What follows belongs to an exercise in optimizing a design on an open flow for small area; a production flow would make more cautious choices.
RTL that was checked went through simulation tests only; none was proved equivalent to the original.
Power figures rest on the tool's default switching activity, not on a simulated workload.

== north ==
==> flow/design.v <==
`default_nettype none
package crypt3_pkg;
  localparam int WORD_W = 32;
  typedef logic [WORD_W-1:0] word_t;
  typedef logic [4*WORD_W-1:0] quad_t;
  typedef enum logic [1:0] {
    op_none     = 2'd0,
    op_choose   = 2'd1,
    op_parity   = 2'd2,
    op_majority = 2'd3
  } sha1_op_e;
endpackage
`default_nettype wire
`timescale 1ns/1ps
`default_nettype none
module crypt3_issue_ctrl (
  input  wire                  ck_gclkcx_crypt,
  input  wire                  cx_reset3,
  input  wire                  ival_e1,
  input  wire                  sha1c_e1,
  input  wire                  sha1p_e1,
  input  wire                  sha1m_e1,
  input  crypt3_pkg::word_t    e_e1,
  input  crypt3_pkg::quad_t    qm_e1,
  input  wire                  ival_e2,
  output crypt3_pkg::sha1_op_e s_op,
  output crypt3_pkg::word_t    s_e,
  output crypt3_pkg::word_t    s_w0,
  output crypt3_pkg::word_t    w1_q,
  output crypt3_pkg::word_t    w2_q,
  output crypt3_pkg::word_t    w3_q
);
  crypt3_pkg::sha1_op_e enc_op;
  crypt3_pkg::sha1_op_e op_q;
  crypt3_pkg::word_t    ew0_in;
  crypt3_pkg::word_t    ew0_q;
  always_comb begin
    if (sha1c_e1)      enc_op = crypt3_pkg::op_choose;
    else if (sha1p_e1) enc_op = crypt3_pkg::op_parity;
    else if (sha1m_e1) enc_op = crypt3_pkg::op_majority;
    else               enc_op = crypt3_pkg::op_none;
  end
  sha1_round_stage u_ew0 (.a(e_e1), .b(qm_e1[31:0]), .s(ew0_in));
  assign s_e   = ival_e1 ? e_e1 : ew0_q;
  assign s_w0  = ival_e1 ? qm_e1[31:0] : '0;
  assign s_op = ival_e1 ? enc_op : op_q;
  always_ff @(posedge ck_gclkcx_crypt or posedge cx_reset3) begin
    if (cx_reset3) begin
      op_q <= crypt3_pkg::op_none;
    end else if (ival_e2) begin
      op_q <= crypt3_pkg::op_none;
    end else begin
      op_q <= s_op;
    end
  end
  always_ff @(posedge ck_gclkcx_crypt) begin
    if (ival_e1) begin
      ew0_q <= ew0_in;
      w1_q <= qm_e1[63:32];
      w2_q <= qm_e1[95:64];
      w3_q <= qm_e1[127:96];
    end
  end
endmodule
`default_nettype wire
`timescale 1ns/1ps
`default_nettype none
module sha1_round (
  input  crypt3_pkg::sha1_op_e op,
  input  crypt3_pkg::word_t    x,
  input  crypt3_pkg::word_t    y,
  input  crypt3_pkg::word_t    z,
  output crypt3_pkg::word_t    f
);
  crypt3_pkg::word_t par, maj, ch;
  logic is_c, is_p, is_m;
  assign is_c = (op == crypt3_pkg::op_choose);
  assign is_p = (op == crypt3_pkg::op_parity);
  assign is_m = (op == crypt3_pkg::op_majority);
  assign par = x ^ y ^ z;
  assign maj = (x & y) | (x & z) | (y & z);
  assign ch  = (x & y) | (~x & z);
  assign f = ({32{is_c}} & ch) | ({32{is_p}} & par) | ({32{is_m}} & maj);
endmodule
`default_nettype wire
`timescale 1ns/1ps
`default_nettype none
module sha1_round_stage (
  input  crypt3_pkg::word_t a,
  input  crypt3_pkg::word_t b,
  output crypt3_pkg::word_t s
);
  crypt3_pkg::word_t p, g, gg, pp;
  assign p = a ^ b;
  assign g = a & b;
  always_comb begin
    gg = g;
    pp = p;
    for (int l = 1; l < 32; l = l * 2) begin
      for (int k = 2 * l - 1; k < 32; k = k + 2 * l) begin
        gg[k] = gg[k] | (pp[k] & gg[k-l]);
        pp[k] = pp[k] & pp[k-l];
      end
    end
    for (int l = 8; l >= 1; l = l / 2) begin
      for (int k = 3 * l - 1; k < 32; k = k + 2 * l) begin
        gg[k] = gg[k] | (pp[k] & gg[k-l]);
        pp[k] = pp[k] & pp[k-l];
      end
    end
  end
  assign s = p ^ {gg[30:0], 1'b0};
endmodule
`default_nettype wire
`default_nettype none
module sha1_csa (
  input  crypt3_pkg::word_t a,
  input  crypt3_pkg::word_t b,
  input  crypt3_pkg::word_t c,
  output crypt3_pkg::word_t s,
  output crypt3_pkg::word_t cy
);
  crypt3_pkg::word_t m;
  assign s  = a ^ b ^ c;
  assign m  = (a & b) | (a & c) | (b & c);
  assign cy = {m[30:0], 1'b0};
endmodule
`default_nettype wire
`timescale 1ns/1ps
`default_nettype none
module crypt3_sha1 (
  input  wire                ck_gclkcx_crypt,
  input  wire                cx_reset3,
  input  wire                ival_e1,
  input  wire                sha1c_e1,
  input  wire                sha1p_e1,
  input  wire                sha1m_e1,
  input  crypt3_pkg::quad_t  qn_e1,
  input  crypt3_pkg::quad_t  qm_e1,
  input  wire                ival_e2,
  input  crypt3_pkg::quad_t  qd_e2,
  output crypt3_pkg::quad_t  crypt3_out_e6,
  output logic               crypt3_active
);
  crypt3_pkg::sha1_op_e op0;
  crypt3_pkg::word_t    e0, w0, w1_q, w2_q, w3_q;
  crypt3_issue_ctrl u_issue (
    .ck_gclkcx_crypt (ck_gclkcx_crypt),
    .cx_reset3       (cx_reset3),
    .ival_e1         (ival_e1),
    .sha1c_e1        (sha1c_e1),
    .sha1p_e1        (sha1p_e1),
    .sha1m_e1        (sha1m_e1),
    .e_e1            (qn_e1[31:0]),
    .qm_e1           (qm_e1),
    .ival_e2         (ival_e2),
    .s_op            (op0),
    .s_e             (e0),
    .s_w0            (w0),
    .w1_q            (w1_q),
    .w2_q            (w2_q),
    .w3_q            (w3_q)
  );
  crypt3_pkg::word_t a, b, c, d;
  assign a = qd_e2[127:96];
  assign b = qd_e2[95:64];
  assign c = qd_e2[63:32];
  assign d = qd_e2[31:0];
  crypt3_pkg::word_t f0, f1, t0_n, v1_n, t0_s1, t0_c1, t0_s2, t0_c2;
  sha1_round u_f0 (.op(op0), .x(b), .y(c), .z(d), .f(f0));
  sha1_round u_f1 (.op(op0), .x(a), .y({b[1:0], b[31:2]}), .z(c), .f(f1));
  sha1_csa u_t0a (.a({a[26:0], a[31:27]}), .b(f0), .c(e0), .s(t0_s1), .cy(t0_c1));
  sha1_csa u_t0b (.a(t0_s1), .b(t0_c1), .c(w0), .s(t0_s2), .cy(t0_c2));
  assign t0_n = t0_s2 + t0_c2;
  sha1_round_stage u_v1 (.a(f1), .b(d), .s(v1_n));
  logic                 v1;
  crypt3_pkg::sha1_op_e op1;
  crypt3_pkg::word_t    t0_1, v1_1, a_1, b_1, c_1;
  always_ff @(posedge ck_gclkcx_crypt or posedge cx_reset3) begin
    if (cx_reset3) v1 <= 1'b0;
    else           v1 <= ival_e2;
  end
  always_ff @(posedge ck_gclkcx_crypt) begin
    op1  <= op0;
    t0_1 <= t0_n;
    v1_1 <= v1_n;
    a_1  <= a;
    b_1  <= b;
    c_1  <= c;
  end
  crypt3_pkg::word_t f2, t1_n, y2_n, z3_n, t1_s, t1_c, y2_s, y2_c;
  sha1_round u_f2 (.op(op1), .x(t0_1), .y({a_1[1:0], a_1[31:2]}), .z({b_1[1:0], b_1[31:2]}), .f(f2));
  sha1_csa u_t1c (.a({t0_1[26:0], t0_1[31:27]}), .b(v1_1), .c(w1_q), .s(t1_s), .cy(t1_c));
  sha1_round_stage u_t1 (.a(t1_s), .b(t1_c), .s(t1_n));
  sha1_csa u_y2c (.a(f2), .b(c_1), .c(w2_q), .s(y2_s), .cy(y2_c));
  sha1_round_stage u_y2 (.a(y2_s), .b(y2_c), .s(y2_n));
  sha1_round_stage u_z3 (.a({b_1[1:0], b_1[31:2]}), .b(w3_q), .s(z3_n));
  logic                 v2;
  crypt3_pkg::sha1_op_e op2;
  crypt3_pkg::word_t    t0_2, t1_2, y2_2, a_2, z3_2;
  always_ff @(posedge ck_gclkcx_crypt or posedge cx_reset3) begin
    if (cx_reset3) v2 <= 1'b0;
    else           v2 <= v1;
  end
  always_ff @(posedge ck_gclkcx_crypt) begin
    op2  <= op1;
    t0_2 <= t0_1;
    t1_2 <= t1_n;
    y2_2 <= y2_n;
    a_2  <= a_1;
    z3_2 <= z3_n;
  end
  crypt3_pkg::word_t f3, t2_n, y3_n;
  sha1_round u_f3 (.op(op2), .x(t1_2), .y({t0_2[1:0], t0_2[31:2]}), .z({a_2[1:0], a_2[31:2]}), .f(f3));
  sha1_round_stage u_t2 (.a({t1_2[26:0], t1_2[31:27]}), .b(y2_2), .s(t2_n));
  sha1_round_stage u_y3 (.a(f3), .b(z3_2), .s(y3_n));
  logic              v3, empty3;
  crypt3_pkg::word_t t0_3, t1_3, t2_3, y3_3;
  always_ff @(posedge ck_gclkcx_crypt or posedge cx_reset3) begin
    if (cx_reset3) v3 <= 1'b0;
    else           v3 <= v2;
  end
  always_ff @(posedge ck_gclkcx_crypt) begin
    empty3 <= (op2 == crypt3_pkg::op_none);
    t0_3   <= t0_2;
    t1_3   <= t1_2;
    t2_3   <= t2_n;
    y3_3   <= y3_n;
  end
  crypt3_pkg::word_t t3_n;
  sha1_round_stage u_t3 (.a({t2_3[26:0], t2_3[31:27]}), .b(y3_3), .s(t3_n));
  always_ff @(posedge ck_gclkcx_crypt) begin
    if (v3) begin
      crypt3_out_e6 <= empty3 ? '0 : {t3_n, t2_3, t1_3[1:0], t1_3[31:2], t0_3[1:0], t0_3[31:2]};
    end
  end
  assign crypt3_active = ival_e1 | ival_e2 | v1 | v2 | v3;
endmodule
`default_nettype wire
Settings: LEC_CHECK=0, CAP_MARGIN=20, CORE_MARGIN=2, CORE_UTILIZATION=40, GPL_TIMING_DRIVEN=0, PLACE_DENSITY=0.6, SLEW_MARGIN=20; clock period 5.5 ns.
run.sh (not shown) runs the stock make flow with config.mk's settings and CLKGATE_MAP_FILE= SYNTH_SCRIPT=/design/flow/synth_recipe.tcl, a recipe that flattens the netlist after the stock synthesis.
Here is what was changed in the inputs of south compared with north.
diff --git a/flow/design.v b/flow/design.v
--- a/flow/design.v
+++ b/flow/design.v
@@ -229,10 +229,13 @@
   end
   crypt3_pkg::word_t t3_n;
   sha1_round_stage u_t3 (.a({t2_3[26:0], t2_3[31:27]}), .b(y3_3), .s(t3_n));
-  always_ff @(posedge ck_gclkcx_crypt) begin
-    if (v3) begin
-      crypt3_out_e6 <= empty3 ? '0 : {t3_n, t2_3, t1_3[1:0], t1_3[31:2], t0_3[1:0], t0_3[31:2]};
-    end
+  logic              load3, hold3;
+  crypt3_pkg::quad_t res3;
+  assign load3 = v3 & ~empty3;
+  assign hold3 = ~v3;
+  assign res3  = {t3_n, t2_3, t1_3[1:0], t1_3[31:2], t0_3[1:0], t0_3[31:2]};
+  always_ff @(posedge ck_gclkcx_crypt) begin
+    crypt3_out_e6 <= ({128{load3}} & res3) | ({128{hold3}} & crypt3_out_e6);
   end
   assign crypt3_active = ival_e1 | ival_e2 | v1 | v2 | v3;
 endmodule
==> run summary <==
Fmax: south above north. Min critical path data arrival time across north and south: south. Number of signal-net buffers in the layout: south > north. Sequential share of cell area (higher): north. For the met2 track demand over resource in global routing, south came in 1.1 points higher than north did. Total power: north and south compared, lower one is south. First-pass GRT wire length (south vs. north) increases by a few percent. south vs north: synthesized area down. Compared to north, south shows a wider setup margin.
The RTL of north was laid out without a check of its function.

==> port drivers added, routing unchanged <==
The flow's constraints put no driver on any port. The routed layouts listed below were extracted and timed again, unchanged, in two steps.
Step 1 (the two cells are an assumption about what drives the block):
set clk [get_ports {ck_gclkcx_crypt}]
set_driving_cell -lib_cell sky130_fd_sc_hd__clkbuf_16 $clk
set_driving_cell -lib_cell sky130_fd_sc_hd__buf_2 [delete_from_list [all_inputs] $clk]
Step 2 times the ports against the registers' clock, not the clock port: input delays grow and output delays shrink by t, the midpoint of the rising clock arrivals with the driver on.
a / b / c = ideal / step 1 / step 2; a / b = the first two.
| run | t (ns) | setup slack, ns | latest minus earliest clock arrival (ns) |
|---|---|---|---|
| north | 0.721 | 0.051 / -0.063 / -0.784 | 0.044 / 0.044 |
| south | 0.698 | 0.112 / -0.002 / -0.700 | 0.023 / 0.022 |
With both steps, setup timing fails in north and south, where it was met with ideal ports. The setup slack of north, which loses most, moves by -0.114 ns with the drivers and by -0.835 ns with both steps.
